Context: an optimization exercise on an open-source flow, tuned for small area and a short achievable clock period. The choices shown serve that exercise and are no tape-out recipe. RTL that was checked went through simulation tests only; none was proved equivalent to the original. For runs 3 to 7, only the layout was checked, not whether the RTL still works. No activity file was given, so power comes from the tool's default toggle rates.

<file path="design/flow/config.mk">
export PLATFORM = sky130hd
export DESIGN_NAME = rgb565_pixel_alu_top
export DESIGN_NICKNAME = rgb565_pixel_alu_top
export VERILOG_FILES = /design/flow/design.v
export SDC_FILE = /design/flow/constraint.sdc
export NUM_CORES = 4
export LEC_CHECK = 0
export CAP_MARGIN = 20
export CORE_MARGIN = 2
export CORE_UTILIZATION = 40
export SETUP_SLACK_MARGIN = 3.3
export SLEW_MARGIN = 20
</file>
<file path="design/flow/constraint.sdc">
create_clock -name core_clock -period 6.3 [get_ports {clk}]
set_input_delay 1.2600 -clock core_clock [delete_from_list [all_inputs] [get_ports {clk}]]
set_output_delay 1.2600 -clock core_clock [all_outputs]
set_load 0.01 [all_outputs]
</file>
<file path="design/flow/design.v">
`timescale 1ns / 1ps
package rpa_pkg;
	localparam logic [2:0] OP_LERP  = 3'd0;
	localparam logic [2:0] OP_SCALE = 3'd1;
	localparam logic [2:0] OP_ADD   = 3'd2;
	localparam logic [2:0] OP_SUB   = 3'd3;
	localparam logic [2:0] OP_HALF  = 3'd4;
	localparam logic [2:0] OP_QUANT = 3'd5;
endpackage
`timescale 1ns / 1ps
import rpa_pkg::*;
module rpa_lane_dec #(
	parameter int unsigned Width = 5
) (
	input  logic [2:0]         op,
	input  logic               div,
	input  logic               lerp,
	input  logic [Width-1:0]   chan_a,
	input  logic [Width-1:0]   chan_b,
	input  logic               wide_w,
	input  logic [2:0]         depth,
	output logic [Width:0]     mul_x,
	output logic [Width-1:0]   base
);
	localparam logic [Width-1:0] ChanMax = '1;
	logic [Width-1:0] quant;
	logic [Width:0]   sum;
	logic [Width-1:0] half;
	logic [Width-1:0] other;
	logic [Width-1:0] quant_d [0:7];
	for (genvar d = 0; d < 8; d++) begin : g_quant
		localparam int Nd = (d == 0) ? 1 : (d > Width) ? Width : d;
		always_comb begin
			quant_d[d] = '0;
			for (int kk = 0; kk < (1 << Nd); kk++) begin
				if ((chan_a >> (Width - Nd)) == Width'(kk)) begin
					quant_d[d] = Width'((kk * (2 ** Width - 1)) / ((1 << Nd) - 1));
				end
			end
		end
	end
	assign quant = quant_d[depth];
	assign sum  = {1'b0, chan_a} + {1'b0, chan_b};
	assign half = Width'(chan_a[Width-1:1]) + Width'(chan_b[Width-1:1]);
	always_comb begin
		case (op)
			OP_LERP:  other = wide_w ? chan_b : chan_a;
			OP_ADD:   other = sum[Width] ? ChanMax : sum[Width-1:0];
			OP_SUB:   other = (chan_a > chan_b) ? (chan_a - chan_b) : '0;
			OP_HALF:  other = half;
			OP_QUANT: other = quant;
			default:  other = chan_a;
		endcase
	end
	always_comb begin
		if (div) begin
			mul_x = {1'b0, chan_a};
		end else if (lerp) begin
			mul_x = {1'b0, chan_b} - {1'b0, chan_a};
		end else begin
			mul_x = '0;
		end
	end
	assign base = div ? '0 : other;
endmodule
module rpa_lane #(
	parameter int unsigned Width = 5
) (
	input  logic             clk,
	input  logic [Width:0]   mul_x,
	input  logic [Width-1:0] base,
	input  logic [15:0]      mul_y,
	input  logic [111:0]     den_k,
	input  logic [6:0]       div_k,
	output logic [Width-1:0] chan_out
);
	localparam int unsigned N  = Width + 16;
	localparam int unsigned NR = Width + 2;
	localparam logic [Width-1:0] ChanMax = '1;
	function automatic int rows_at(int level);
		int c;
		c = NR;
		for (int i = 0; i < level; i++) begin
			c = 2 * (c / 3) + c % 3;
		end
		rows_at = c;
	endfunction
	function automatic int levels(int rows);
		int l;
		int c;
		l = 0;
		c = rows;
		for (int i = 0; i < 8; i++) begin
			if (c > 2) begin
				c = 2 * (c / 3) + c % 3;
				l = l + 1;
			end
		end
		levels = l;
	endfunction
	localparam int unsigned NL = levels(NR);
	logic [(NL+1)*NR*N-1:0] lv;
	logic [N-1:0]           s_r, c_r;
	for (genvar i = 0; i < Width; i++) begin : g_pp
		assign lv[i*N +: N] = mul_x[i] ? (N'(mul_y) << i) : '0;
	end
	assign lv[Width*N +: N]     = mul_x[Width] ? ~(N'(mul_y) << Width) : '0;
	assign lv[(Width+1)*N +: N] = (N'(base) << 8) | N'(mul_x[Width]);
	for (genvar l = 0; l < NL; l++) begin : g_lvl
		localparam int C = rows_at(l);
		localparam int G = C / 3;
		for (genvar g = 0; g < G; g++) begin : g_csa
			logic [N-1:0] x, y, z;
			assign x = lv[(l*NR + 3*g)*N +: N];
			assign y = lv[(l*NR + 3*g + 1)*N +: N];
			assign z = lv[(l*NR + 3*g + 2)*N +: N];
			assign lv[((l+1)*NR + 2*g)*N +: N]     = x ^ y ^ z;
			assign lv[((l+1)*NR + 2*g + 1)*N +: N] = ((x & y) | (x & z) | (y & z)) << 1;
		end
		for (genvar r = 3 * G; r < C; r++) begin : g_pass
			assign lv[((l+1)*NR + 2*G + r - 3*G)*N +: N] = lv[(l*NR + r)*N +: N];
		end
	end
	always_ff @(posedge clk) begin
		s_r <= lv[(NL*NR)*N +: N];
		c_r <= lv[(NL*NR + 1)*N +: N];
	end
	logic [N-1:0] st [0:Width];
	logic         ovf [1:Width];
	always_ff @(posedge clk) begin
		st[0] <= s_r + c_r;
	end
	for (genvar j = 1; j <= Width; j++) begin : g_step
		localparam int K = j;
		logic [15:0]      t;
		logic [Width-1:0] lq;
		logic [17:0]      diff;
		logic             hit;
		logic [N-1:0]     nxt;
		assign t    = st[j-1][N-1:Width];
		assign lq   = st[j-1][Width-1:0];
		assign diff = {1'b0, t, lq[Width-1]} - {2'b0, den_k[16*K +: 16]};
		assign hit  = !diff[17];
		assign nxt  = {hit ? diff[15:0] : {t[14:0], lq[Width-1]}, lq[Width-2:0], hit};
		logic ovf_in;
		if (j == 1) begin : g_ovf
			assign ovf_in = (t >= den_k[16*K +: 16]);
		end else begin : g_novf
			assign ovf_in = ovf[j-1];
		end
		if (j < Width) begin : g_reg
			always_ff @(posedge clk) begin
				st[j]  <= nxt;
				ovf[j] <= ovf_in;
			end
		end else begin : g_last
			logic [Width-1:0] res;
			always_comb begin
				if (!div_k[K]) begin
					res = nxt[2*Width+7:Width+8];
				end else if (ovf_in) begin
					res = ChanMax;
				end else begin
					res = nxt[Width-1:0];
				end
			end
			if (K < 6) begin : g_hold
				always_ff @(posedge clk) begin
					chan_out <= res;
				end
			end else begin : g_out
				assign chan_out = res;
			end
		end
	end
endmodule
`timescale 1ns / 1ps
import rpa_pkg::*;
module rpa_merge #(
	parameter int unsigned Depth = 8
) (
	input  logic        clk,
	input  logic        arst_n,
	input  logic        valid,
	input  logic [15:0] color,
	input  logic        out_ready,
	output logic        out_valid,
	output logic [15:0] color_out,
	output logic        accept_ok
);
	function automatic int addr_bits(int n);
		int b;
		b = 1;
		for (int i = 1; i < 16; i++) begin
			if ((1 << i) < n) begin
				b = i + 1;
			end
		end
		addr_bits = b;
	endfunction
	localparam int unsigned AW = addr_bits(Depth);
	logic [15:0]   mem [0:Depth-1];
	logic [AW-1:0] wr_ptr;
	logic [AW-1:0] rd_ptr;
	logic [AW:0]   count;
	logic          out_free;
	logic          fifo_empty;
	logic          pop;
	logic          push;
	assign accept_ok  = !out_valid || out_ready;
	assign out_free   = accept_ok;
	assign fifo_empty = (count == '0);
	assign pop        = out_free && !fifo_empty;
	assign push       = valid && !(out_free && fifo_empty);
	always_ff @(posedge clk or negedge arst_n) begin
		if (!arst_n) begin
			wr_ptr    <= '0;
			rd_ptr    <= '0;
			count     <= '0;
			out_valid <= 1'b0;
		end else begin
			if (push) begin
				wr_ptr <= wr_ptr + 1'b1;
			end
			if (pop) begin
				rd_ptr <= rd_ptr + 1'b1;
			end
			count <= count + (AW+1)'(push) - (AW+1)'(pop);
			if (out_free) begin
				out_valid <= valid || !fifo_empty;
			end
		end
	end
	always_ff @(posedge clk) begin
		if (out_free) begin
			color_out <= fifo_empty ? color : mem[rd_ptr];
		end
	end
	for (genvar i = 0; i < Depth; i++) begin : g_mem
		always_ff @(posedge clk) begin
			if (push && wr_ptr == AW'(i)) begin
				mem[i] <= color;
			end
		end
	end
endmodule
`timescale 1ns / 1ps
import rpa_pkg::*;
module rgb565_pixel_alu_top (
	input  logic        clk,
	input  logic        arst_n,
	input  logic        in_valid,
	output logic        in_ready,
	input  logic [2:0]  in_op,
	input  logic [15:0] in_color_a,
	input  logic [15:0] in_color_b,
	input  logic [8:0]  in_weight,
	input  logic [15:0] in_scale_num,
	input  logic [15:0] in_scale_den,
	input  logic [2:0]  in_red_depth,
	input  logic [2:0]  in_green_depth,
	input  logic [2:0]  in_blue_depth,
	output logic        out_valid,
	input  logic        out_ready,
	output logic [15:0] out_color
);
	logic        accept_ok;
	logic        div_c;
	logic        lerp_c;
	logic [15:0] y_c;
	logic [5:0]  xr_c, xb_c;
	logic [6:0]  xg_c;
	logic [4:0]  br_c, bb_c;
	logic [5:0]  bg_c;
	logic        valid_d;
	logic        div_d;
	logic [15:0] y_d;
	logic [15:0] den_d;
	logic [5:0]  xr_d, xb_d;
	logic [6:0]  xg_d;
	logic [4:0]  br_d, bb_d;
	logic [5:0]  bg_d;
	logic        valid_a;
	logic        div_a;
	logic [15:0] den_a;
	logic [6:0]   valid_k;
	logic [6:0]   div_k;
	logic [111:0] den_k;
	logic [4:0]  red, blue;
	logic [5:0]  green;
	assign in_ready = accept_ok;
	assign div_c  = (in_op == OP_SCALE) && (in_scale_den != 16'd0);
	assign lerp_c = (in_op == OP_LERP) && !in_weight[8];
	assign y_c    = (in_op == OP_SCALE) ? in_scale_num : {8'd0, in_weight[7:0]};
	rpa_lane_dec #(.Width(5)) u_dec_r (
		.op(in_op), .div(div_c), .lerp(lerp_c),
		.chan_a(in_color_a[15:11]), .chan_b(in_color_b[15:11]),
		.wide_w(in_weight[8]), .depth(in_red_depth), .mul_x(xr_c), .base(br_c));
	rpa_lane_dec #(.Width(6)) u_dec_g (
		.op(in_op), .div(div_c), .lerp(lerp_c),
		.chan_a(in_color_a[10:5]), .chan_b(in_color_b[10:5]),
		.wide_w(in_weight[8]), .depth(in_green_depth), .mul_x(xg_c), .base(bg_c));
	rpa_lane_dec #(.Width(5)) u_dec_b (
		.op(in_op), .div(div_c), .lerp(lerp_c),
		.chan_a(in_color_a[4:0]), .chan_b(in_color_b[4:0]),
		.wide_w(in_weight[8]), .depth(in_blue_depth), .mul_x(xb_c), .base(bb_c));
	always_ff @(posedge clk or negedge arst_n) begin
		if (!arst_n) begin
			valid_d <= 1'b0;
			valid_a <= 1'b0;
			valid_k <= '0;
		end else begin
			valid_d <= in_valid && accept_ok;
			valid_a <= valid_d;
			valid_k <= {valid_k[5:1], valid_a, 1'b0};
		end
	end
	always_ff @(posedge clk) begin
		div_d <= div_c;
		y_d   <= y_c;
		den_d <= in_scale_den;
		xr_d  <= xr_c;
		xg_d  <= xg_c;
		xb_d  <= xb_c;
		br_d  <= br_c;
		bg_d  <= bg_c;
		bb_d  <= bb_c;
		div_a <= div_d;
		den_a <= div_d ? den_d : 16'hFFFF;
		div_k <= {div_k[5:1], div_a, 1'b0};
		den_k <= {den_k[95:16], den_a, 16'd0};
	end
	rpa_lane #(.Width(5)) u_lane_r (
		.clk(clk), .mul_x(xr_d), .base(br_d), .mul_y(y_d),
		.den_k(den_k), .div_k(div_k), .chan_out(red));
	rpa_lane #(.Width(6)) u_lane_g (
		.clk(clk), .mul_x(xg_d), .base(bg_d), .mul_y(y_d),
		.den_k(den_k), .div_k(div_k), .chan_out(green));
	rpa_lane #(.Width(5)) u_lane_b (
		.clk(clk), .mul_x(xb_d), .base(bb_d), .mul_y(y_d),
		.den_k(den_k), .div_k(div_k), .chan_out(blue));
	rpa_merge #(.Depth(8)) u_merge (
		.clk      (clk),
		.arst_n   (arst_n),
		.valid    (valid_k[6]),
		.color    ({red, green, blue}),
		.out_ready(out_ready),
		.out_valid(out_valid),
		.color_out(out_color),
		.accept_ok(accept_ok)
	);
endmodule
</file>
<file path="design/flow/run.sh">
#!/bin/bash
# synth_recipe.tcl (not shown) runs the flow's synth.tcl, then flattens the netlist and writes it again
# the make line also repeats each setting of config.mk as NAME=value (left out here)
make -C /OpenROAD-flow-scripts/flow DESIGN_CONFIG=/design/flow/config.mk WORK_HOME=/design/flow/orfs CLKGATE_MAP_FILE= SYNTH_SCRIPT=/design/flow/synth_recipe.tcl finish
</file>
==> run_results.csv, run 1 <==
group,metric,value,unit
outcome,status,"no timing/DRC/antenna violations",
critical_path,slowest_stage,"nor4_1",
placement,dp_hpwl,89.58,mm
timing,fin_ws,3304,ps
synth,synth.net_count,5526,
global_route,grtUsageTotal,19.15,%
global_route,grt_use_met1,25.02,%
synth,syn_inst,4705,
layout,nets,5649,
timing,post-route-period-util,47.56,%
run,timing.max_cap.violations,0,
layout,final_cell_area,0.05540,sq mm
critical_path,cp.arrival,3590,ps
floorplanning,core,0.1200,sq mm
global_route,gr-usage-met2,33.20,%
route,route.detailed.drc,0,
synth,yosys-top-cells-area,"dfxtp_1 (28%), ha_1 (13%), fa_1 (9.8%)",
placement,port_buffers,106,
timing,finalMaxSlewViolations,0,
route,via_per_inst,5.157,
critical_path,crit_type,"in -> reg",
floorplanning,die_h,351.7,microns
timing,setup_tns,0,ps
critical_path,path_buf_inv,2,
critical_path,crit_chain,"clkdlybuf4s50_1, nor4_1, nand4_1, nand2_1, buf_4, o21ai_0, a31oi_1",
clocking,cts_inserted_buffers,92,
timing,hold_ws,298.1,ps
critical_path,crit_required,6890,ps
route,ant_nets,0,
synth,ys_ff_latch,837,
power_and_ir_drop,fin_total_pwr,16.97,mW
clocking,cts_root_buf,"clkbuf_16",
synth,synth-edff-count,144,
global_route,antenna_found_initial,5,
global_route,grt_max_degree,36,
timing,period_needed,2996,ps
clocking,clk_latency,700,ps
critical_path,r2r-start,"xr_d[2]",
route,drt_iter0_drc,1873,
synth,async_flop_share,2.270,%
critical_path,critical_path.startpoint,"in_scale_den[9]",
timing,max_freq,0.3338,GHz
floorplanning,start_util,40.30,%
critical_path,critPathMaxStageDelay,750,ps
synth,synth_ff_type,"dfxtp_1",
timing,skew,65.17,ps
synth,yosysWarnings,13,
synth,synth_area,0.04834,sq mm
critical_path,crit_family,"simple AND/OR/NAND/NOR gates",
layout,finish.utilization,46.17,%
clocking,cts.sinks,837,
route,dr.pass1.iters,6,
synth,yosysTopAreaCell,"dfxtp_1",
clocking,clk_pin_slew,60,ps
placement,place_ws,1917,ps
route,vias,33580,
global_route,grt_pass1_vias,34870,
global_route,busiest_layer,"met2",
power_and_ir_drop,ir_drop,0.0002516,V
placement,dpl.cell_count,6314,
global_route,grt_overflow,0,
hold_path,hold_start,"u_lane_b.ovf[1]",
power_and_ir_drop,p_per_area,306.3,mW/mm^2
synth,yosysTopAreaCellShare,27.91,%
synth,synthTopCellsByCount,"dfxtp_1 (674), ha_1 (495), inv_1 (470)",
timing,grt_setup_unrepaired,"true",
floorplanning,die_w,351.7,microns
clocking,clockBufferDepth,3,
placement,dpl_cell_area,0.05095,sq mm
hold_path,hold_path_class,"reg -> reg",
route,avgRoutedWirePerCell,18.08,microns
synth,yosysUniqueCellTypes,85,
synth,syn_avg_cell_area,10.27,sq um
route,wirelength,117.8,mm
timing,relSlewSlack,28.21,%
timing,final_hold_viol_count,0,
timing,worst_pin_slew,1077,ps
floorplanning,io_pins,107,
power_and_ir_drop,leakagePower,25.55,nW
floorplanning,num_rows,127,
floorplanning,dieArea,0.1237,sq mm
layout,fin_cells,6512,
synth,yosysSeqAreaShare,37.84,%
clocking,cts_max_level,3,
layout,drive_above_1_share,12.41,%
layout,areaGrowthSynthToFinish,14.59,%
timing,setup-violations-final,0,
critical_path,worstSetupEndpointType,"flip-flop",
global_route,grt_use_met3,2.226,%
synth,yosysMostFrequentCell,"dfxtp_1",
critical_path,critPathMaxFanout,32,
placement,gp_congestion,0.8822,
clocking,hold_buffers,0,
critical_path,start_kind,"input port",
global_route,grt_pass1_wl,187.2,mm
clocking,tritoncts,"done",
[cells by family (layout without fill, tap and decap cells)]
| group | after synthesis | count (layout) | share of synthesized area (%) |
|---|---|---|---|
| xor gates and xnor gates | 248 | 248 | 4.493 |
| AOI/OAI and AO/OA | 857 | 858 | 12.36 |
| other | 0 | 1 | 0 |
| muxes | 228 | 228 | 5.202 |
| DFF | 837 | 837 | 37.84 |
| buffers and inverters | 595 | 787 | 4.967 |
| adders and majority gates | 732 | 732 | 22.63 |
| and+or+nand+nor | 1208 | 1209 | 12.52 |
[layout make-up]
cell class / instances / area, sq um
Sequential cell: 837 / 18400
Clock buffer: 126 / 2621
Inverter: 473 / 1804
Timing Repair Buffer: 149 / 1396
Fill cell: 11170 / 64580
Multi-Input combinational cell: 3275 / 28500
Antenna cell: 1 / 2.502
Tap cell: 1612 / 2017
Clock inverter: 39 / 661.9
[cells in the final DEF, fill, tap and decap left out, drive strengths merged, types with 18 or more instances in the layout]
cell type and instances:
o211ai 18, nor3 118, a21boi 26, fa 237, xor2 49, nor4 18
mux2i 42, nor2 352, or3 21, dfxtp 674, nor2b 53, o22ai 22
o21ai 130, buf 44, edfxtp 144, and2 257, nand3 57, nand2 188
nand2b 50, a21oi 238, o21a 101, ha 495, clkdlybuf4s50 82, and3 48
clkbuf 133, a211oi 37, nand4 18, a221oi 21, a2111oi 36, inv 475
a31oi 18, a21o 64, mux2 186, dfrtp 19, clkinv 23, xnor2 199
[timing repair]
item | 4_1_cts | 5_1_grt
resized for setup | 159 | 144
cloned | 3 | 0
buffers inserted | 13 | 16
endpoints found under the setup margin | 428 | 339
pin swaps | 15 | 37
[report_power, final]
group	internal [mW]	leakage [nW]	switching [mW]	total, mW
Sequential	6.39	7.11	0.579	6.97
Combinational	1.94	16.9	2.35	4.29
Clock	3.40	1.59	2.31	5.71
[sequential cells by signal, summed over array words and instances (netlist names), 6 cells and up]
| register | flops |
|---|---|
| y_d | 16 |
| u_lane_b.st | 105 |
| u_merge.mem | 128 |
| u_lane_b.s_r | 21 |
| xr_d | 6 |
| xg_d | 7 |
| u_lane_g.st | 132 |
| den_d | 16 |
| den_k | 96 |
| u_lane_g.s_r | 22 |
| valid_k | 6 |
| u_lane_r.st | 105 |
| den_a | 16 |
| u_lane_b.c_r | 19 |
| u_merge.color_out | 16 |
| u_lane_g.c_r | 20 |
| u_lane_r.s_r | 21 |
| bg_d | 6 |
| u_lane_r.c_r | 19 |
| div_k | 6 |
| xb_d | 6 |
[final timing paths]
path | slack, ps | depth (start not counted) | to
max in group asynchronous | 4710 | 1 | u_merge.out_valid
min | 300 | 0 | u_lane_b.ovf[2]
min reg2reg | 300 | 0 | u_lane_b.ovf[2]
min in group asynchronous | 1020 | 1 | u_merge.rd_ptr[2]
max | 3300 | 7 | bg_d[3]
max reg2reg | 3360 | 8 | u_lane_r.s_r[12]
[layer usage]
| layer | wire [microns] | share of wire, % | vias to the layer above |
|---|---|---|---|
| met5 | 0 | 0 | - |
| met4 | 3088 | 2.6 | 0 |
| met3 | 3984 | 3.4 | 184 |
| met1 | 54350 | 46 | 16280 |
| met2 | 56330 | 48 | 620 |
| li1 | - | - | 16490 |
==> run 2, diff against run 1 <==
--- a/design/flow/config.mk
+++ b/design/flow/config.mk
@@ -10,3 +10,3 @@
 export CORE_UTILIZATION = 40
-export SETUP_SLACK_MARGIN = 3.3
+export SETUP_SLACK_MARGIN = 3.5
 export SLEW_MARGIN = 20
==> run 2 against run 1 <==
- critical path type is now in -> out
- utilization rose by 2.8 points
- critical path depth fell by 4
- synthesized area did not move
- register-to-register slack improved by 40 ps
- count of clock-buffer cells in the layout fell by 1
- largest power group unchanged
- highest routed layer unchanged
- die area did not move
==> run_results.csv, run 2 <==
group,metric,value,unit
power_and_ir_drop,clkPwrFrac,32.9,%
floorplanning,dieArea,0.1237,sq mm
placement,gp_congestion,0.8815,
route,dr.pass1.iters,9,
critical_path,r2r_setup_slack,3400,ps
synth,synthTopCellsByCount,"dfxtp_1 (674), ha_1 (495), inv_1 (470)",
layout,top_register,"u_lane_g.st",
global_route,grtUsageTotal,19.65,%
synth,yosys-top-cells-area,"dfxtp_1 (28%), ha_1 (13%), fa_1 (9.8%)",
hold_path,hold_path_class,"reg -> reg",
timing,final_hold_viol_count,0,
global_route,grt_overflow,0,
global_route,grt_pass1_vias,35170,
layout,largest_reg_flops,132,
critical_path,r2r-start,"y_d[7]",
floorplanning,num_rows,127,
floorplanning,die_h,351.7,microns
layout,seq_area,0.01847,sq mm
floorplanning,die_w,351.7,microns
route,wirelength,126.1,mm
power_and_ir_drop,switchingPower,5.510,mW
synth,yosysMostFrequentCell,"dfxtp_1",
power_and_ir_drop,leakagePower,26.71,nW
synth,yosysWarnings,13,
layout,nets,5818,
timing,finalMaxSlewViolations,0,
critical_path,crit_required,5040,ps
layout,final_common_cell,"dfxtp_1",
timing,setup-violations-final,0,
synth,synth-edff-count,144,
layout,areaGrowthSynthToFinish,21.42,%
clocking,clockBufferDepth,3,
route,route.detailed.drc,0,
route,ant_nets,0,
power_and_ir_drop,fin_total_pwr,17.48,mW
synth,synth_area,0.04834,sq mm
global_route,grt_max_degree,36,
timing,max_freq,0.3432,GHz
power_and_ir_drop,seqPwrFrac,39.9,%
synth,synth.net_count,5526,
layout,largestRegisters,"u_lane_g.st (132), u_merge.mem (128)",
synth,yosysTopAreaCell,"dfxtp_1",
run,timing.max_cap.violations,0,
route,avgRoutedWirePerCell,18.85,microns
floorplanning,start_util,40.30,%
power_and_ir_drop,p_comb_share,27.1,%
synth,async_flop_share,2.270,%
synth,yosysSeqAreaShare,37.84,%
clocking,cts_inserted_buffers,93,
synth,synth_ff_type,"dfxtp_1",
clocking,clk_latency,730,ps
power_and_ir_drop,p_per_area,297.7,mW/mm^2
critical_path,critPathMaxFanout,2,
critical_path,reg2reg_to,"u_lane_r.s_r[10]",
layout,multi_input_area,0.03012,sq mm
route,vias,34740,
power_and_ir_drop,ir_drop,0.0002769,V
floorplanning,io_pins,107,
clocking,clk_pin_slew,60,ps
critical_path,critical_path.startpoint,"out_ready",
synth,ys_ff_latch,837,
timing,skew,83.69,ps
critical_path,start_kind,"input port",
route,drt_iter0_drc,1808,
outcome,status,"no timing/DRC/antenna violations",
timing,hold_ws,316.4,ps
timing,relSlewSlack,27.21,%
placement,dp_hpwl,89.36,mm
synth,syn_inst,4705,
power_and_ir_drop,p_sw_share,31.53,%
critical_path,reg2reg_depth,8,
critical_path,crit_type,"in -> out",
timing,post-route-period-util,46.25,%
critical_path,cp.arrival,1650,ps
power_and_ir_drop,p_int,11.97,mW
critical_path,endpoint,"in_ready",
timing,period_needed,2914,ps
floorplanning,core,0.1200,sq mm
clocking,cts_root_buf,"clkbuf_16",
critical_path,worstSetupEndpointType,"output port",
synth,yosysUniqueCellTypes,85,
timing,worst_pin_slew,1092,ps
placement,port_buffers,106,
layout,final.fill_count,10790,
synth,yosysTopAreaCellShare,27.91,%
clocking,tritoncts,"done",
clocking,cts.sinks,837,
clocking,cts_max_level,3,
synth,syn_avg_cell_area,10.27,sq um
timing,grt_setup_unrepaired,"true",
global_route,grt_pass1_wl,191.6,mm
layout,final_cell_mix,"dfxtp_1 (617), ha_1 (436), inv_1 (433), nor2_1 (326), and2_1 (213)",
route,via_per_inst,5.191,
timing,setup_tns,0,ps
layout,drive_above_1_share,20.92,%
global_route,antenna_found_initial,3,
run 2: cells by family (layout without fill, tap and decap cells):
kind of cell	Yosys count	after routing	synth area share [%]
xor+xnor	248	248	4.493
compound gates	857	867	12.36
other cells	0	2	0
buf+inv	595	956	4.967
mux	228	228	5.202
simple gates	1208	1209	12.52
fa+ha+maj	732	732	22.63
flops	837	837	37.84
run 2: cell type report:
cell class	instances	share of cell area [%]
flip-flops and latches	837	31.46
repair inverters	1	0.01492
inverters	473	3.114
repair buffers	307	4.968
diodes	2	0.008526
multi-input cells	3284	51.30
clock buffers	125	4.546
clock inverters	50	1.151
well taps	1612	3.436
run 2: per-layer routing:
layer	GRT usage, %	share of wire (%)	vias to the layer above	wire (microns)
met3	2.331	3.7	237	4714
li1	-	-	16880	-
met2	34.09	48	729	61080
met1	25.14	44	16890	55880
met5	0	0	-	0
met4	7.012	3.5	0	4449
run 2: timing repair:
action	4_1_cts	5_1_grt
setup buffers	94	86
pin swaps	83	164
resized for setup	369	346
hold buffers	0	0
hold endpoints to repair	0	0
setup endpoints to repair	455	363
cloned	6	10
run 2: worst min-delay path by stage:
| stage | startpoint | to | slack [ps] | depth (start not counted) |
|---|---|---|---|---|
| floorplan | den_a[1] | den_k[17] | 310 | 0 |
| global placement | u_lane_g.st[2][0] | u_lane_g.st[3][1] | 310 | 0 |
| detailed placement | den_a[3] | den_k[19] | 310 | 0 |
| CTS | u_lane_g.st[2][4] | u_lane_g.st[3][5] | 310 | 0 |
| global route | u_lane_b.st[1][0] | u_lane_b.st[2][1] | 330 | 0 |
| finish | u_lane_b.st[2][2] | u_lane_b.st[3][3] | 320 | 0 |
run 2: critical path, cell delays in order:
cell      delay, ps
buf_8            90
nand2b_4        170
buf_6           130
run 2: through the flow:
step / util, % / instance area [sq um] / setup slack [ps] / std cells
after detailed placement: 42.62 / 51130 / 2253 / 6318
after global routing: 48.93 / 58700 / 3321 / 6689
after CTS: 47.08 / 56480 / 3371 / 6593
final: 48.93 / 58700 / 3386 / 6691
after floorplan: - / 48630 / 3448 / 4705
after global placement: 42.62 / 51130 / 2285 / 6318
run 2: power groups by stage:
stage | Combinational (mW) | Sequential (mW) | Clock, mW
final | 4.74 | 6.98 | 5.75
after global routing | 5.23 | 7.06 | 6.11
after CTS | 4.43 | 6.96 | 5.87
after detailed placement | 4.09 | 7.08 | 0
after global placement | 4.04 | 7.06 | 0
after floorplan | 3.04 | 6.81 | 0
==> run 3, diff against run 2 <==
--- a/design/flow/design.v
+++ b/design/flow/design.v
@@ -190,13 +190,3 @@
 );
-	function automatic int addr_bits(int n);
-		int b;
-		b = 1;
-		for (int i = 1; i < 16; i++) begin
-			if ((1 << i) < n) begin
-				b = i + 1;
-			end
-		end
-		addr_bits = b;
-	endfunction
-	localparam int unsigned AW = addr_bits(Depth);
+	localparam int unsigned AW = $clog2(Depth);
 	logic [15:0]   mem [0:Depth-1];
--- a/design/flow/config.mk
+++ b/design/flow/config.mk
@@ -10,3 +10,3 @@
 export CORE_UTILIZATION = 40
-export SETUP_SLACK_MARGIN = 3.5
+export SETUP_SLACK_MARGIN = 3.3
 export SLEW_MARGIN = 20
==> run 3 against run 2 <==
- non-clock buffer count down 158
- final area fell by 5.6%
- combinational power down 9.5%
- power down 2.9%
- sequential power hardly changed
- maximum frequency is 2.8% lower
- register-to-register slack got worse by 40 ps
- via count down 3.3%
- critical path depth up 4
- highest routed layer unchanged
==> run_results.csv, run 3 <==
group,metric,value,unit
synth,syn_avg_cell_area,10.27,sq um
synth,yosysMostFrequentCell,"dfxtp_1",
timing,post-route-period-util,47.56,%
floorplanning,die_w,351.7,microns
critical_path,start_kind,"input port",
clocking,cts.sinks,837,
synth,async_flop_share,2.270,%
clocking,clk_pin_slew,60,ps
timing,worst_pin_slew,1077,ps
critical_path,critPathMaxStageDelay,750,ps
synth,yosysTopAreaCell,"dfxtp_1",
layout,largestRegisters,"u_lane_g.st (132), u_merge.mem (128)",
timing,skew,65.17,ps
placement,dp_hpwl,89.58,mm
critical_path,r2r-start,"xr_d[2]",
floorplanning,dieArea,0.1237,sq mm
route,wirelength,117.8,mm
global_route,antenna_found_initial,5,
floorplanning,num_rows,127,
synth,synth-edff-count,144,
power_and_ir_drop,p_per_area,306.3,mW/mm^2
clocking,cts_inserted_buffers,92,
clocking,cts_root_buf,"clkbuf_16",
power_and_ir_drop,ir_drop,0.0002516,V
synth,syn_inst,4705,
hold_path,hold_path_depth,0,
synth,yosysTopAreaCellShare,27.91,%
clocking,tritoncts,"done",
synth,yosysSeqAreaShare,37.84,%
timing,setup_tns,0,ps
floorplanning,die_h,351.7,microns
route,avgRoutedWirePerCell,18.08,microns
global_route,grt_pass1_wl,187.2,mm
timing,grt_setup_unrepaired,"true",
layout,final_cell_mix,"dfxtp_1 (633), ha_1 (480), inv_1 (463), nor2_1 (345), and2_1 (256)",
route,ant_nets,0,
critical_path,reg2reg_to,"u_lane_r.s_r[12]",
layout,areaGrowthSynthToFinish,14.59,%
layout,top_register,"u_lane_g.st",
timing,setup-violations-final,0,
synth,yosysUniqueCellTypes,85,
global_route,grtUsageTotal,19.15,%
synth,ys_ff_latch,837,
floorplanning,start_util,40.30,%
floorplanning,core,0.1200,sq mm
critical_path,reg2reg_depth,8,
critical_path,crit_type,"in -> reg",
synth,yosysWarnings,13,
synth,yosys-top-cells-area,"dfxtp_1 (28%), ha_1 (13%), fa_1 (9.8%)",
critical_path,crit_family,"simple AND/OR/NAND/NOR gates",
hold_path,min_to,"u_lane_b.ovf[2]",
timing,final_hold_viol_count,0,
placement,port_buffers,106,
clocking,clockBufferDepth,3,
placement,gp_congestion,0.8822,
placement,dpl.cell_count,6314,
layout,drive_above_1_share,12.41,%
run,timing.max_cap.violations,0,
synth,synth.net_count,5526,
clocking,clk_latency,700,ps
critical_path,crit_required,6890,ps
global_route,grt_max_degree,36,
layout,largest_reg_flops,132,
hold_path,hold_start,"u_lane_b.ovf[1]",
layout,fin_cells,6512,
critical_path,worstSetupEndpointType,"flip-flop",
synth,synthTopCellsByCount,"dfxtp_1 (674), ha_1 (495), inv_1 (470)",
synth,synth_area,0.04834,sq mm
clocking,hold_buffers,0,
critical_path,crit_chain,"clkdlybuf4s50_1, nor4_1, nand4_1, nand2_1, buf_4, o21ai_0, a31oi_1",
timing,period_needed,2996,ps
critical_path,path_buf_inv,2,
layout,final_common_cell,"dfxtp_1",
route,vias,33580,
clocking,cts_max_level,3,
power_and_ir_drop,leakagePower,25.55,nW
critical_path,cp.arrival,3590,ps
critical_path,critPathMaxFanout,32,
route,dr.pass1.iters,6,
route,route.detailed.drc,0,
timing,finalMaxSlewViolations,0,
outcome,status,"no timing/DRC/antenna violations",
global_route,grt_overflow,0,
hold_path,hold_path_class,"reg -> reg",
global_route,grt_pass1_vias,34870,
layout,nets,5649,
layout,finish.utilization,46.17,%
critical_path,slowest_stage,"nor4_1",
critical_path,r2r_setup_slack,3360,ps
timing,relSlewSlack,28.21,%
route,drt_iter0_drc,1873,
timing,max_freq,0.3338,GHz
synth,synth_ff_type,"dfxtp_1",
floorplanning,io_pins,107,
route,via_per_inst,5.157,
==> run 3: cell counts after synthesis <==
No cell type changed its count.
==> run 3: kinds of logic (layout without fill, tap and decap cells) <==
kind of cell / count (synthesis) / after routing / synth area share (%)
AO/OA/AOI/OAI: 857 / 858 / 12.36
XOR/XNOR: 248 / 248 / 4.493
adder cells (fa/ha/maj): 732 / 732 / 22.63
buffers and inverters: 595 / 787 / 4.967
flip-flops: 837 / 837 / 37.84
multiplexers: 228 / 228 / 5.202
other: 0 / 1 / 0
AND/OR/NAND/NOR: 1208 / 1209 / 12.52
==> run 3: layer usage <==
layer  track usage [%]  up-vias  wire [microns]
met5                 0        -               0
met4             5.608        0            3088
met3             2.226      184            3984
met2             33.20      620           56330
met1             25.02    16280           54350
li1                  -    16490               -
==> run 3: report_power, final <==
group,switching [mW],internal [mW]
Clock,2.31,3.40
Sequential,0.579,6.39
Combinational,2.35,1.94
==> run 3: worst max-delay path by stage <==
stage                to  cells past startpoint  slack [ps]       startpoint
2_1_floorplan   bg_d[0]                     10        3310    in_color_a[9]
3_3_place_gp    br_d[0]                     10        1890         in_op[0]
3_5_place_dp    br_d[0]                     10        1920         in_op[0]
4_1_cts        in_ready                      3        3200        out_ready
5_1_grt         bb_d[4]                     12        3240    in_color_a[3]
6_report        bg_d[3]                      7        3300  in_scale_den[9]
==> run 3: worst reg2reg max path: stages (launching register included) <==
cell and delay [ps]:
dfxtp_2 580, nand2_1 160, fa_1 540, inv_1 50, fa_1 470, inv_1 50, fa_1 470, inv_1 50
fa_1 420
==> run 3: metrics by stage <==
step | total power [mW] | area (sq um) | hold slack [ps] | setup WS, ps
2_1_floorplan | 9.819 | 48390 | 309.5 | 3314
3_3_place_gp | 11.06 | 50950 | 309.9 | 1895
3_5_place_dp | 11.15 | 50950 | 312.1 | 1917
4_1_cts | 17.02 | 54800 | 292.8 | 3197
5_1_grt | 17.89 | 55390 | 309.5 | 3244
6_report | 16.97 | 55400 | 298.1 | 3304
==> run 3: area by class of cell <==
| type | count | area [sq um] |
|---|---|---|
| timing repair buffer | 149 | 1396 |
| sequential | 837 | 18400 |
| antenna | 1 | 2.502 |
| clock inverter | 39 | 661.9 |
| multi-input combinational | 3275 | 28500 |
| fill | 11170 | 64580 |
| tap | 1612 | 2017 |
| inverter | 473 | 1804 |
| clock buffer | 126 | 2621 |
==> run 3: repair_timing <==
action | 4_1_cts | 5_1_grt
pin swaps | 15 | 37
setup endpoints to repair | 428 | 339
cloned | 3 | 0
resized for setup | 159 | 144
setup buffers | 13 | 16
==> run 4, diff against run 3 <==
--- a/design/flow/config.mk
+++ b/design/flow/config.mk
@@ -9,3 +9,3 @@
 export CORE_MARGIN = 2
-export CORE_UTILIZATION = 40
+export CORE_UTILIZATION = 60
 export SETUP_SLACK_MARGIN = 3.3
==> run 4 against run 3 <==
- still clean on timing, DRC and antenna
- wire length is 0.89% lower
- combinational power hardly changed
- final area is 0.73% lower
- power is 0.85% higher
- final cell count is 8.2% lower
- synthesized cell count stayed put
- clock skew is 17 ps lower
- maximum frequency is 0.21% higher
- critical endpoint is now u_merge.color_out[8]
==> run_results.csv, run 4 <==
group,metric,value,unit
synth,syn_avg_cell_area,10.27,sq um
synth,yosysMostFrequentCell,"dfxtp_1",
timing,skew,48.06,ps
global_route,antenna_found_initial,4,
synth,yosys-top-cells-area,"dfxtp_1 (28%), ha_1 (13%), fa_1 (9.8%)",
synth,yosysSeqAreaShare,37.84,%
timing,setup_tns,0,ps
critical_path,slowest_stage,"or4_4",
route,route.detailed.drc,0,
critical_path,cp.arrival,3410,ps
power_and_ir_drop,p_comb_share,25.3,%
clocking,tritoncts,"done",
route,wirelength,116.7,mm
clocking,cts.sinks,837,
global_route,grt_pass1_wl,181.6,mm
power_and_ir_drop,leakagePower,25.72,nW
timing,setup-violations-final,0,
timing,max_freq,0.3345,GHz
route,via_per_inst,5.656,
clocking,clk_pin_slew,60,ps
global_route,grt_overflow,0,
global_route,grt_max_degree,36,
clocking,cts_root_buf,"clkbuf_16",
route,avgRoutedWirePerCell,19.52,microns
layout,final_common_cell,"dfxtp_1",
synth,ys_ff_latch,837,
floorplanning,num_rows,104,
synth,synth-edff-count,144,
synth,async_flop_share,2.270,%
synth,synthTopCellsByCount,"dfxtp_1 (674), ha_1 (495), inv_1 (470)",
layout,largestRegisters,"u_lane_g.st (132), u_merge.mem (128)",
timing,fin_ws,3310,ps
critical_path,critPathMaxFanout,7,
synth,synth_compound_area_share,12.36,%
layout,final_cell_area,0.05499,sq mm
power_and_ir_drop,ir_drop,0.0002359,V
synth,syn_inst,4705,
clocking,clockBufferDepth,3,
placement,place_ws,1967,ps
synth,synthXorXnorAreaFrac,4.493,%
synth,yosysWarnings,13,
hold_path,hold_path_class,"reg -> reg",
synth,synthAdderAreaFrac,22.63,%
synth,synthMuxAreaShare,5.202,%
power_and_ir_drop,seqPwrFrac,40.9,%
critical_path,crit_type,"reg -> reg",
critical_path,crit_required,6720,ps
timing,finalMaxSlewViolations,0,
timing,final_hold_viol_count,0,
layout,areaGrowthSynthToFinish,13.75,%
power_and_ir_drop,switchingPower,5.292,mW
route,ant_nets,0,
placement,dpl.cell_count,5763,
layout,fin_cells,5979,
timing,worst_pin_slew,959.0,ps
timing,post-route-period-util,47.46,%
power_and_ir_drop,p_int,11.82,mW
power_and_ir_drop,p_sw_share,30.93,%
floorplanning,die_w,287.9,microns
synth,yosys.area_share.simple,12.52,%
power_and_ir_drop,clkPwrFrac,33.8,%
synth,yosysTopAreaCell,"dfxtp_1",
synth,synth.net_count,5526,
power_and_ir_drop,fin_total_pwr,17.11,mW
outcome,status,"no timing/DRC/antenna violations",
timing,period_needed,2990,ps
layout,top_register,"u_lane_g.st",
placement,dpl_cell_area,0.05026,sq mm
route,dr.pass1.iters,5,
critical_path,critPathMaxStageDelay,600,ps
timing,relSlewSlack,36.07,%
placement,dp_hpwl,88.62,mm
placement,port_buffers,106,
layout,nets,5663,
layout,drive_above_1_share,13.21,%
synth,yosysUniqueCellTypes,85,
floorplanning,io_pins,107,
route,vias,33820,
floorplanning,dieArea,0.08286,sq mm
layout,antennaDiodeCount,0,
clocking,cts_max_level,3,
synth,synth_area,0.04834,sq mm
floorplanning,start_util,60.31,%
synth,synth_ff_type,"dfxtp_1",
synth,synth_top_family_by_area,"adder cells",
global_route,grt_pass1_vias,34730,
power_and_ir_drop,p_per_area,311.1,mW/mm^2
clocking,cts_inserted_buffers,89,
layout,largest_reg_flops,132,
critical_path,worstSetupEndpointType,"flip-flop",
global_route,grtUsageTotal,27.89,%
layout,final_cell_mix,"dfxtp_1 (632), ha_1 (480), inv_1 (460), nor2_1 (344), and2_1 (257)",
critical_path,start_kind,"flip-flop",
floorplanning,core,0.08016,sq mm
synth,yosysTopAreaCellShare,27.91,%
route,drt_iter0_drc,1760,
floorplanning,die_h,287.9,microns
placement,gp_congestion,0.9039,
run,timing.max_cap.violations,0,
clocking,clk_latency,660,ps
timing,grt_setup_unrepaired,"true",
critical_path,crit_chain,"inv_2, ha_4, o21a_1, nor2_2, or4_4, a21boi_4, a311o_2, a21o_4, mux2i_4, a21oi_4, mux2_2",
==> run 4: cell counts after synthesis <==
No cell type changed its count.
==> run 4: logic make-up after synthesis <==
| group | count (synthesis) |
|---|---|
| flip-flops | 837 |
| adder cells (fa/ha/maj) | 732 |
| AND/OR/NAND/NOR | 1208 |
| AO/OA/AOI/OAI | 857 |
| multiplexers | 228 |
| buffers and inverters | 595 |
| XOR/XNOR | 248 |
==> run 4: path summary, 6_finish.rpt <==
| kind | from | end | slack, ps | cells past startpoint |
|---|---|---|---|---|
| setup reg to reg | den_k[103] | u_merge.color_out[8] | 3310 | 11 |
| hold reg to reg | u_lane_g.st[3][3] | u_lane_g.st[4][4] | 310 | 0 |
| max in group asynchronous | arst_n | u_merge.out_valid | 4640 | 1 |
| hold / removal | u_lane_g.st[3][3] | u_lane_g.st[4][4] | 310 | 0 |
| setup / recovery | den_k[103] | u_merge.color_out[8] | 3310 | 11 |
| min in group asynchronous | arst_n | u_merge.rd_ptr[1] | 1080 | 1 |
==> run 4: routing by layer <==
layer  wire length (microns)  vias to the layer above  global-route usage (%)  share of wire [%]
met5                       0                        -                       0                  0
met4                    4255                        0                   10.19                3.6
met3                    4124                      229                   3.122                3.5
met2                   59400                      715                   51.15                 51
met1                   48930                    16370                   33.58                 42
li1                        -                    16500                       -                  -
==> run 4: cell type report <==
class                           count  area (sq um)
Inverter                          473          1802
Fill cell                        6232         25160
Clock inverter                     62         927.1
Sequential cell                   837         18380
Clock buffer                      106          2421
Timing Repair Buffer              167          1540
Tap cell                         1060          1326
Multi-Input combinational cell   3274         28590
==> run 4: worst max-delay path, delay by kind of cell, from the launching register on <==
family          cells  cell delay (ps)
flops               1              320
compound gates      5              870
mux                 2              610
fa+ha+maj           1              250
buf+inv             1               40
simple gates        2              640
==> run 4: power groups by stage <==
stage	combinational (mW)	sequential [mW]	clock, mW
2_1_floorplan	3.00	6.81	0
3_3_place_gp	4.00	7.08	0
3_5_place_dp	4.06	7.10	0
4_1_cts	4.21	6.99	5.89
5_1_grt	4.80	7.07	6.09
6_report	4.32	7.00	5.79
==> run 4: what timing repair did <==
item                                    4_1_cts  5_1_grt
gates resized for setup                     165      172
setup buffers                                18       28
hold buffers                                  0        0
gates cloned                                  1        1
pin swaps                                    13       44
endpoints found under the setup margin      424      341
endpoints found under the hold margin         0        0
==> run 4: per-stage QoR <==
stage | utilization, % | hold slack [ps]
floorplan | - | 309.5
global placement | 62.70 | 311.0
detailed placement | 62.70 | 312.1
CTS | 67.63 | 318.1
global route | 68.61 | 317.9
finish | 68.61 | 314.6
==> run 5, diff against run 4 <==
--- a/design/flow/design.v
+++ b/design/flow/design.v
@@ -72,2 +72,3 @@
 	input  logic [15:0]      mul_y,
+	input  logic [15:0]      den_b,
 	input  logic [111:0]     den_k,
@@ -127,6 +128,9 @@
 	end
+	logic [N:0] z_ovf;
 	logic [N-1:0] st [0:Width];
-	logic         ovf [1:Width];
+	logic         ovf [0:Width];
+	assign z_ovf = {1'b0, s_r} + {1'b0, c_r} - {1'b0, N'(den_b) << Width};
 	always_ff @(posedge clk) begin
-		st[0] <= s_r + c_r;
+		st[0]  <= s_r + c_r;
+		ovf[0] <= !z_ovf[N];
 	end
@@ -144,8 +148,2 @@
 		assign nxt  = {hit ? diff[15:0] : {t[14:0], lq[Width-1]}, lq[Width-2:0], hit};
-		logic ovf_in;
-		if (j == 1) begin : g_ovf
-			assign ovf_in = (t >= den_k[16*K +: 16]);
-		end else begin : g_novf
-			assign ovf_in = ovf[j-1];
-		end
 		if (j < Width) begin : g_reg
@@ -153,3 +151,3 @@
 				st[j]  <= nxt;
-				ovf[j] <= ovf_in;
+				ovf[j] <= ovf[j-1];
 			end
@@ -160,3 +158,3 @@
 					res = nxt[2*Width+7:Width+8];
-				end else if (ovf_in) begin
+				end else if (ovf[j-1]) begin
 					res = ChanMax;
@@ -324,9 +322,9 @@
 		.clk(clk), .mul_x(xr_d), .base(br_d), .mul_y(y_d),
-		.den_k(den_k), .div_k(div_k), .chan_out(red));
+		.den_b(den_a), .den_k(den_k), .div_k(div_k), .chan_out(red));
 	rpa_lane #(.Width(6)) u_lane_g (
 		.clk(clk), .mul_x(xg_d), .base(bg_d), .mul_y(y_d),
-		.den_k(den_k), .div_k(div_k), .chan_out(green));
+		.den_b(den_a), .den_k(den_k), .div_k(div_k), .chan_out(green));
 	rpa_lane #(.Width(5)) u_lane_b (
 		.clk(clk), .mul_x(xb_d), .base(bb_d), .mul_y(y_d),
-		.den_k(den_k), .div_k(div_k), .chan_out(blue));
+		.den_b(den_a), .den_k(den_k), .div_k(div_k), .chan_out(blue));
 	rpa_merge #(.Depth(8)) u_merge (
--- a/design/flow/config.mk
+++ b/design/flow/config.mk
@@ -9,4 +9,4 @@
 export CORE_MARGIN = 2
-export CORE_UTILIZATION = 60
-export SETUP_SLACK_MARGIN = 3.3
+export CORE_UTILIZATION = 40
+export SETUP_SLACK_MARGIN = 3.0
 export SLEW_MARGIN = 20
==> run 5 against run 4 <==
- global-route usage shrank 9.1 points
- die area is 53% higher
- critical path type is now in -> reg
- worst setup slack worse by 240 ps
- largest power group unchanged
- clock skew up 21 ps
==> run_results.csv, run 5 <==
group,metric,value,unit
outcome,status,"no timing/DRC/antenna violations",
clocking,hold_buffers,0,
clocking,cts_max_level,3,
hold_path,hold_start,"u_lane_b.st[3][1]",
route,ant_nets,0,
synth,synth_compound_area_share,10.35,%
power_and_ir_drop,p_per_area,307.6,mW/mm^2
synth,synth_area,0.04965,sq mm
layout,largest_reg_flops,132,
critical_path,critical_path.startpoint,"in_color_b[5]",
placement,port_buffers,106,
floorplanning,core,0.1235,sq mm
synth,yosysTopAreaCell,"dfxtp_1",
power_and_ir_drop,leakagePower,26.73,nW
synth,async_flop_share,2.262,%
critical_path,worstSetupEndpointType,"flip-flop",
power_and_ir_drop,ir_drop,0.0002250,V
power_and_ir_drop,fin_total_pwr,17.31,mW
synth,yosysWarnings,13,
hold_path,hold_path_class,"reg -> reg",
power_and_ir_drop,switchingPower,5.391,mW
layout,areaGrowthSynthToFinish,13.32,%
layout,final_cell_mix,"inv_1 (677), dfxtp_1 (663), ha_1 (509), fa_1 (285), and2_1 (262)",
global_route,antenna_found_initial,1,
placement,dpl.cell_count,6590,
critical_path,cp.arrival,3750,ps
timing,post-route-period-util,51.25,%
timing,setup_tns,0,ps
synth,ys_ff_latch,840,
clocking,clk_pin_slew,60,ps
floorplanning,die_w,356.3,microns
clocking,cts_inserted_buffers,95,
route,dr.pass1.iters,5,
critical_path,endpoint,"bg_d[5]",
floorplanning,dieArea,0.1269,sq mm
clocking,tritoncts,"done",
route,route.detailed.drc,0,
placement,gp_congestion,0.8468,
route,wirelength,118.5,mm
clocking,clockBufferDepth,3,
synth,syn_avg_cell_area,10.07,sq um
route,avgRoutedWirePerCell,17.49,microns
global_route,grt_pass1_vias,35310,
floorplanning,num_rows,129,
floorplanning,io_pins,107,
synth,yosysUniqueCellTypes,78,
timing,finalMaxSlewViolations,0,
clocking,cts.sinks,840,
critical_path,r2r_setup_slack,3100,ps
layout,top_register,"u_lane_g.st",
layout,final_cell_area,0.05626,sq mm
layout,largestRegisters,"u_lane_g.st (132), u_merge.mem (128)",
synth,yosys-top-cells-area,"dfxtp_1 (27%), ha_1 (13%), fa_1 (11%)",
power_and_ir_drop,seqPwrFrac,41.0,%
global_route,grt_overflow,0,
critical_path,critPathMaxFanout,6,
power_and_ir_drop,p_comb_share,25.3,%
critical_path,r2r-start,"y_d[4]",
synth,synthMuxAreaShare,5.295,%
timing,skew,68.64,ps
route,via_per_inst,5.023,
synth,synthAdderAreaFrac,24.47,%
layout,fin_cells,6774,
critical_path,reg2reg_to,"u_lane_g.s_r[9]",
timing,max_freq,0.3097,GHz
clocking,clk_latency,710,ps
critical_path,start_kind,"input port",
synth,synthXorXnorAreaFrac,4.710,%
critical_path,crit_type,"in -> reg",
synth,synth_ff_type,"dfxtp_1",
global_route,grtUsageTotal,18.77,%
layout,final_common_cell,"inv_1",
route,drt_iter0_drc,1907,
timing,period_needed,3228,ps
synth,yosysTopAreaCellShare,27.30,%
timing,setup-violations-final,0,
power_and_ir_drop,p_int,11.92,mW
synth,syn_inst,4931,
synth,yosys.area_share.simple,12.03,%
timing,worst_pin_slew,1040,ps
synth,synth-edff-count,144,
critical_path,reg2reg_depth,7,
global_route,grt_pass1_wl,189.4,mm
layout,nets,5944,
synth,synth.net_count,5820,
placement,dpl_cell_area,0.05253,sq mm
timing,relSlewSlack,30.66,%
synth,yosysSeqAreaShare,36.97,%
floorplanning,die_h,356.3,microns
route,vias,34020,
global_route,grt_max_degree,33,
run,timing.max_cap.violations,0,
power_and_ir_drop,p_sw_share,31.15,%
synth,synth_top_family_by_area,"adder cells",
floorplanning,start_util,40.21,%
timing,grt_setup_unrepaired,"true",
synth,synthTopCellsByCount,"dfxtp_1 (677), inv_1 (677), ha_1 (515)",
layout,drive_above_1_share,6.408,%
power_and_ir_drop,clkPwrFrac,33.7,%
clocking,cts_root_buf,"clkbuf_16",
critical_path,crit_required,6830,ps
placement,dp_hpwl,92.42,mm
timing,final_hold_viol_count,0,
run 5: cell types whose count changed in the layout (fill, tap and decap cells not counted), sizes merged, moves of 28 or more:
| cell | delta |
|---|---|
| o21ai | +94 |
| nand2b | +36 |
| nand2 | +30 |
| fa | +48 |
| nor2 | -106 |
| o21a | -45 |
| a31oi | +34 |
| a2111oi | -28 |
| inv | +218 |
| buf | -35 |
run 5: power by group through the flow:
| stage | sequential (mW) | clock, mW | combinational (mW) |
|---|---|---|---|
| 2_1_floorplan | 6.94 | 0 | 3.14 |
| 3_3_place_gp | 7.19 | 0 | 4.23 |
| 3_5_place_dp | 7.21 | 0 | 4.30 |
| 4_1_cts | 7.10 | 5.97 | 4.37 |
| 5_1_grt | 7.19 | 6.18 | 4.92 |
| 6_report | 7.09 | 5.83 | 4.39 |
run 5: how the worst min path moves through the flow:
stage / end / cells after the start / slack [ps]
floorplan: div_k[1] / 0 / 310
global placement: u_lane_g.st[5][3] / 0 / 310
detailed placement: u_lane_b.st[1][1] / 0 / 310
CTS: u_lane_b.ovf[1] / 0 / 310
global route: u_lane_b.ovf[1] / 0 / 310
finish: u_lane_b.st[4][2] / 0 / 300
run 5: area by class of cell:
class                   instances  area [sq um]
clock inverters                48         744.5
repair buffers                133          1269
well taps                    1637          2048
inverters                     697          2625
flip-flops and latches        840         18370
diodes                          3         7.507
multi-input cells            3288         28560
fillers                     11630         67220
clock buffers                 128          2636
run 5: cells by family after synthesis:
logic type,Yosys count
compound gates,822
xor+xnor,267
fa+ha+maj,800
buf+inv,804
flops,840
mux,238
simple gates,1160
run 5: worst max-delay path, cell delays in order:
cell             delay [ps]
clkdlybuf4s50_1         590
ha_1                    180
inv_1                    60
fa_1                    420
a21o_1                  220
a21oi_2                 170
o21bai_1                 80
a21oi_1                 180
nor2_2                  110
a221o_1                 310
nand2_1                  90
a311oi_1                 90
run 5: metrics by stage:
stage,util [%],setup WS [ps],hold WS (ps)
6_report,45.56,3072,300.4
5_1_grt,45.56,2949,313.9
4_1_cts,45.39,2762,306.8
3_5_place_dp,42.54,1993,312.1
3_3_place_gp,42.53,1371,310.0
2_1_floorplan,-,3014,309.6
run 5: metal layers:
| metal | share of wire (%) | wire length, microns | vias up | global-route usage (%) |
|---|---|---|---|---|
| met5 | 0 | 0 | - | 0 |
| met1 | 46 | 54040 | 16500 | 24.12 |
| li1 | - | - | 16790 | - |
| met4 | 2.6 | 3087 | 0 | 5.511 |
| met2 | 49 | 57810 | 560 | 33.10 |
| met3 | 3.0 | 3557 | 175 | 2.097 |
run 5: what timing repair did:
| item | CTS | global route |
|---|---|---|
| gates resized for setup | 43 | 73 |
| cloned | 1 | 0 |
| pin swaps | 0 | 2 |
| setup endpoints to repair | 237 | 222 |
| buffers inserted | 1 | 3 |
==> run 6, diff against run 5 <==
--- a/design/flow/config.mk
+++ b/design/flow/config.mk
@@ -10,3 +10,3 @@
 export CORE_UTILIZATION = 40
-export SETUP_SLACK_MARGIN = 3.0
+export SETUP_SLACK_MARGIN = 2.5
 export SLEW_MARGIN = 20
==> run 6 against run 5 <==
- critical endpoint unchanged
- final cell count shrank 0.19%
- register-to-register slack got worse by 280 ps
- die area unchanged
- still clean
- final area down 0.57%
==> run_results.csv, run 6 <==
group,metric,value,unit
synth,syn_inst,4931,
synth,synth_compound_area_share,10.35,%
power_and_ir_drop,p_per_area,308.3,mW/mm^2
synth,synth.net_count,5820,
floorplanning,start_util,40.21,%
timing,max_freq,0.2775,GHz
global_route,grt_pass1_vias,35540,
synth,async_flop_share,2.262,%
floorplanning,num_rows,129,
layout,final_cell_mix,"inv_1 (677), dfxtp_1 (677), ha_1 (515), fa_1 (285), and2_1 (262)",
synth,yosysWarnings,13,
critical_path,cp.arrival,4180,ps
global_route,grt_use_met1,23.79,%
timing,skew,86.30,ps
layout,drive_above_1_share,5.036,%
critical_path,slowest_stage,"clkdlybuf4s50_1",
synth,synthMuxAreaShare,5.295,%
global_route,antenna_found_initial,1,
timing,relSlewSlack,30.55,%
power_and_ir_drop,p_comb_share,25.0,%
layout,largestRegisters,"u_lane_g.st (132), u_merge.mem (128)",
synth,yosys-top-cells-area,"dfxtp_1 (27%), ha_1 (13%), fa_1 (11%)",
global_route,busiest_layer,"met2",
placement,dp_hpwl,91.77,mm
power_and_ir_drop,leakagePower,26.62,nW
critical_path,crit_chain,"clkdlybuf4s50_1, inv_1, ha_1, a21o_1, a21oi_1, o21bai_1, a21oi_1, nor2_2, inv_2, o221ai_1, nand2_1, a311oi_1",
clocking,cts.sinks,840,
route,vias,33960,
layout,areaGrowthSynthToFinish,12.67,%
global_route,grtUsageTotal,18.82,%
global_route,grt_max_degree,34,
clocking,clockBufferDepth,3,
layout,top_register,"u_lane_g.st",
clocking,tritoncts,"done",
global_route,grt_overflow,0,
placement,dpl.cell_count,6589,
critical_path,critPathMaxFanout,11,
critical_path,critPathMaxStageDelay,710,ps
synth,synth_ff_type,"dfxtp_1",
power_and_ir_drop,clkPwrFrac,33.9,%
global_route,grt_use_met3,2.471,%
route,drt_iter0_drc,1748,
critical_path,crit_required,6880,ps
critical_path,cp_common_cell,"a21oi_1",
clocking,cts_root_buf,"clkbuf_16",
synth,yosysSeqAreaShare,36.97,%
global_route,gr-usage-met2,33.44,%
route,via_per_inst,5.023,
synth,syn_avg_cell_area,10.07,sq um
synth,synthTopCellsByCount,"dfxtp_1 (677), inv_1 (677), ha_1 (515)",
global_route,grt_pass1_wl,189.6,mm
synth,synth_area,0.04965,sq mm
clocking,clk_latency,750,ps
route,wirelength,117.6,mm
layout,largest_reg_flops,132,
route,avgRoutedWirePerCell,17.39,microns
floorplanning,dieArea,0.1269,sq mm
floorplanning,die_h,356.3,microns
placement,port_buffers,106,
run,timing.max_cap.violations,0,
synth,yosysTopAreaCell,"dfxtp_1",
critical_path,start_kind,"input port",
timing,post-route-period-util,57.20,%
clocking,cts_max_level,3,
synth,synth_top_family_by_area,"adder cells",
layout,nets,5938,
timing,setup-violations-final,0,
floorplanning,die_w,356.3,microns
timing,period_needed,3603,ps
clocking,cts_inserted_buffers,95,
synth,synth-edff-count,144,
synth,yosysUniqueCellTypes,78,
floorplanning,io_pins,107,
power_and_ir_drop,p_int,11.89,mW
power_and_ir_drop,switchingPower,5.352,mW
power_and_ir_drop,p_sw_share,31.04,%
route,route.detailed.drc,0,
synth,synthXorXnorAreaFrac,4.710,%
clocking,hold_buffers,0,
power_and_ir_drop,ir_drop,0.0002137,V
placement,gp_congestion,0.8421,
synth,yosys.area_share.simple,12.03,%
timing,finalMaxSlewViolations,0,
synth,synthAdderAreaFrac,24.47,%
timing,final_hold_viol_count,0,
layout,fin_cells,6761,
synth,yosysTopAreaCellShare,27.30,%
clocking,clk_pin_slew,60,ps
route,dr.pass1.iters,8,
critical_path,crit_type,"in -> reg",
timing,hold_ws,279.8,ps
route,ant_nets,0,
power_and_ir_drop,seqPwrFrac,41.1,%
timing,setup_tns,0,ps
floorplanning,core,0.1235,sq mm
hold_path,hold_path_class,"reg -> reg",
timing,worst_pin_slew,1042,ps
critical_path,worstSetupEndpointType,"flip-flop",
synth,ys_ff_latch,840,
timing,grt_setup_unrepaired,"true",
outcome,status,"no timing/DRC/antenna violations",
==> run 6: cell types whose count changed in the layout (fill, tap and decap cells not counted), moves of 6 or more <==
cell,previous run,this run
a31oi_1,39,52
a31oi_2,13,0
buf_6,7,0
clkbuf_1,20,14
clkbuf_2,7,1
clkdlybuf4s50_1,87,104
dfxtp_1,663,677
dfxtp_2,14,0
dlymetal6s2s_1,7,1
ha_1,509,515
o21ai_1,83,95
o21ai_2,13,0
==> run 6: cell type report <==
type / count / area (sq um)
clock buffer: 126 / 2678
multi-input combinational: 3287 / 28290
antenna: 1 / 2.502
sequential: 840 / 18350
tap: 1637 / 2048
timing repair buffer: 128 / 1240
fill: 11620 / 67540
inverter: 697 / 2624
clock inverter: 45 / 699.4
==> run 6: kinds of logic after synthesis <==
kind of cell	Yosys count
AND/OR/NAND/NOR	1160
flip-flops	840
AO/OA/AOI/OAI	822
buffers and inverters	804
adder cells (fa/ha/maj)	800
XOR/XNOR	267
multiplexers	238
==> run 6: worst max-delay path: cells and delay by family <==
family / cells / cell delay [ps]
AOI/OAI and AO/OA: 6 / 960
adders and majority gates: 1 / 560
buffers and inverters: 3 / 990
and+or+nand+nor: 2 / 410
==> run 6: metal layers <==
layer / up-vias / part of all wire, % / wire length, microns
met5: - / 0 / 0
met4: 0 / 2.2 / 2626
met3: 144 / 3.5 / 4116
met2: 586 / 49 / 57680
met1: 16470 / 45 / 53170
li1: 16760 / - / -
==> run 6: power groups by stage <==
stage / Clock (mW) / Combinational (mW) / Sequential, mW
global placement: 0 / 4.23 / 7.18
global route: 6.22 / 4.88 / 7.18
CTS: 5.99 / 4.34 / 7.09
finish: 5.84 / 4.32 / 7.09
detailed placement: 0 / 4.29 / 7.21
floorplan: 0 / 3.14 / 6.94
==> run 6: repair_timing <==
item,CTS,global route
setup buffers,0,0
setup endpoints to repair,1,23
pin swaps,0,0
resized for setup,4,5
==> run 6: per-stage QoR <==
stage | setup WS, ps | power (mW) | util (%) | instance area [sq um]
after floorplan | 2919 | 10.09 | - | 49650
after global placement | 1895 | 11.41 | 42.52 | 52510
after detailed placement | 1920 | 11.50 | 42.53 | 52520
after CTS | 2561 | 17.43 | 45.28 | 55900
after global routing | 2429 | 18.28 | 45.30 | 55930
final | 2697 | 17.24 | 45.30 | 55940
==> run 6: final timing paths <==
kind	start	to	slack, ps	cells after the start
max	in_color_a[7]	bg_d[5]	2700	12
min	u_lane_g.st[1][0]	u_lane_g.st[2][1]	280	0
max reg2reg	xb_d[5]	u_lane_b.s_r[12]	2820	8
min reg2reg	u_lane_g.st[1][0]	u_lane_g.st[2][1]	280	0
max in group asynchronous	arst_n	u_merge.rd_ptr[1]	4770	1
min in group asynchronous	arst_n	u_merge.wr_ptr[2]	1000	1
==> run 7, diff against run 6 <==
--- a/design/flow/config.mk
+++ b/design/flow/config.mk
@@ -10,3 +10,3 @@
 export CORE_UTILIZATION = 40
-export SETUP_SLACK_MARGIN = 2.5
+export SETUP_SLACK_MARGIN = 3.6
 export SLEW_MARGIN = 20
==> run 7 against run 6 <==
- clock power decreased by 1%
- synthesized area unchanged
- register-to-register slack improved by 560 ps
- highest routed layer unchanged
- clock skew decreased by 10 ps
- critical path depth decreased by 9
- maximum frequency increased by 23%
- synthesized cell count unchanged
- critical endpoint is now in_ready
==> run_results.csv, run 7 <==
group,metric,value,unit
outcome,status,"no timing/DRC/antenna violations",
clocking,cts_root_buf,"clkbuf_16",
floorplanning,num_rows,129,
placement,gp_congestion,0.8576,
timing,grt_setup_unrepaired,"true",
synth,synthTopCellsByCount,"dfxtp_1 (677), inv_1 (677), ha_1 (515)",
global_route,grt_overflow,0,
global_route,grt_pass1_vias,37050,
global_route,grtUsageTotal,20.43,%
hold_path,hold_start,"div_k[1]",
layout,drive_above_1_share,27.83,%
global_route,grt_pass1_wl,204.1,mm
route,ant_nets,0,
timing,setup_tns,0,ps
clocking,cts.sinks,840,
critical_path,slowest_stage,"nand2b_4",
layout,areaGrowthSynthToFinish,28.54,%
timing,setup-violations-final,0,
global_route,antenna_found_initial,1,
synth,yosysUniqueCellTypes,78,
timing,period_needed,2925,ps
critical_path,reg2reg_to,"u_lane_g.s_r[6]",
route,via_per_inst,5.023,
timing,relSlewSlack,28.64,%
power_and_ir_drop,ir_drop,0.0002599,V
placement,port_buffers,106,
clocking,hold_buffers,0,
critical_path,start_kind,"input port",
layout,largestRegisters,"u_lane_g.st (132), u_merge.mem (128)",
synth,ys_ff_latch,840,
route,route.detailed.drc,0,
floorplanning,start_util,40.21,%
hold_path,min_to,"div_k[2]",
synth,syn_avg_cell_area,10.07,sq um
timing,finalMaxSlewViolations,0,
synth,yosys-top-cells-area,"dfxtp_1 (27%), ha_1 (13%), fa_1 (11%)",
critical_path,crit_required,5040,ps
critical_path,r2r-start,"y_d[6]",
floorplanning,dieArea,0.1269,sq mm
synth,synth_ff_type,"dfxtp_1",
power_and_ir_drop,p_per_area,290.3,mW/mm^2
critical_path,crit_chain,"buf_8, nand2b_4, buf_6",
layout,final_cell_mix,"inv_1 (600), dfxtp_1 (591), ha_1 (396), fa_1 (228), buf_4 (217)",
timing,skew,76.32,ps
timing,max_freq,0.3419,GHz
layout,largest_reg_flops,132,
synth,synth-edff-count,144,
layout,seq_area,0.01856,sq mm
critical_path,crit_type,"in -> out",
timing,post-route-period-util,46.43,%
critical_path,critPathMaxStageDelay,170,ps
floorplanning,core,0.1235,sq mm
timing,worst_pin_slew,1070,ps
clocking,clockBufferDepth,3,
critical_path,path_buf_inv,2,
route,dr.pass1.iters,6,
clocking,tritoncts,"done",
route,drt_iter0_drc,1910,
clocking,clk_pin_slew,60,ps
critical_path,r2r_setup_slack,3380,ps
layout,top_register,"u_lane_g.st",
hold_path,hold_path_class,"reg -> reg",
layout,multi_input_area,0.03259,sq mm
synth,yosysTopAreaCell,"dfxtp_1",
route,avgRoutedWirePerCell,18.55,microns
critical_path,reg2reg_depth,8,
synth,synth_area,0.04965,sq mm
synth,yosysTopAreaCellShare,27.30,%
power_and_ir_drop,leakagePower,29.48,nW
critical_path,worstSetupEndpointType,"output port",
power_and_ir_drop,fin_total_pwr,18.53,mW
clocking,cts_max_level,3,
synth,yosysSeqAreaShare,36.97,%
synth,syn_inst,4931,
critical_path,crit_family,"buffers and inverters",
clocking,clk_latency,730,ps
floorplanning,die_h,356.3,microns
critical_path,cp.arrival,1660,ps
critical_path,critPathMaxFanout,2,
run,timing.max_cap.violations,0,
layout,final.fill_count,10790,
layout,final_common_cell,"inv_1",
route,vias,35650,
hold_path,hold_path_depth,0,
global_route,grt_max_degree,34,
route,wirelength,131.6,mm
synth,async_flop_share,2.262,%
floorplanning,io_pins,107,
layout,nets,6268,
floorplanning,die_w,356.3,microns
layout,finish.utilization,51.68,%
placement,dp_hpwl,94.24,mm
clocking,cts_inserted_buffers,94,
timing,final_hold_viol_count,0,
synth,synth.net_count,5820,
synth,yosysWarnings,13,
run 7: cell counts after synthesis:
Identical to the previous run, type by type.
run 7: final cells by class:
type	count	share of cell area, %
Antenna cell	1	0.003921
Clock buffer	119	3.992
Clock inverter	56	1.221
Inverter	697	4.247
Multi-Input combinational cell	3289	51.07
Sequential cell	840	29.09
Tap cell	1637	3.210
Timing Repair Buffer	457	7.166
run 7: worst max-delay path by stage:
stage                          from            endpoint  slack [ps]  cells after the start
global route                y_d[10]    u_lane_r.s_r[10]        3340                      8
global placement           in_op[2]             br_d[1]        2090                      6
floorplan             in_color_a[9]             bg_d[2]        3320                     11
finish                    out_ready            in_ready        3380                      3
CTS                 u_lane_g.s_r[2]  u_lane_g.st[0][20]        3290                     12
detailed placement         in_op[2]             bb_d[3]        2020                      7
run 7: per-layer routing:
layer	routed length, microns	vias up	track usage (%)	share of wire [%]
li1	-	17440	-	-
met1	56360	17340	25.30	43
met2	65780	635	35.90	50
met3	4024	237	2.353	3.1
met4	5477	0	8.658	4.2
met5	0	-	0	0
run 7: timing repair:
| item | 4_1_cts | 5_1_grt |
|---|---|---|
| gates resized for setup | 673 | 567 |
| setup endpoints to repair | 529 | 378 |
| cloned | 10 | 7 |
| buffers inserted | 241 | 87 |
| pin swaps | 246 | 277 |
| hold endpoints to repair | 0 | 0 |
run 7: kinds of logic after synthesis:
family / after synthesis / share of synthesized area (%)
adder cells (fa/ha/maj): 800 / 24.47
flip-flops: 840 / 36.97
AND/OR/NAND/NOR: 1160 / 12.03
XOR/XNOR: 267 / 4.710
buffers and inverters: 804 / 6.177
AO/OA/AOI/OAI: 822 / 10.35
multiplexers: 238 / 5.295
run 7: metrics by stage:
stage                     hold WS, ps  std cells  area, sq um  setup slack (ps)
after global placement          311.4       6575        53100              2086
final                           282.3       7096        63820              3375
after CTS                       276.1       7001        61050              3291
after global routing            290.2       7095        63810              3340
after detailed placement        312.1       6575        53100              2017
after floorplan                 309.6       4931        50790              3319
run 7: power by group:
part	switching [mW]	internal, mW
sequential	0.675	6.48
clock	2.37	3.40
combinational	2.85	2.74
total	5.90	12.6

Setup slack of run 7, layout unchanged: 3.375 ns with ideal ports, 3.336 ns with driving cells assumed (clock clkbuf_16, inputs buf_2), 2.907 ns with port delays also shifted by the 0.776 ns mid clock arrival.
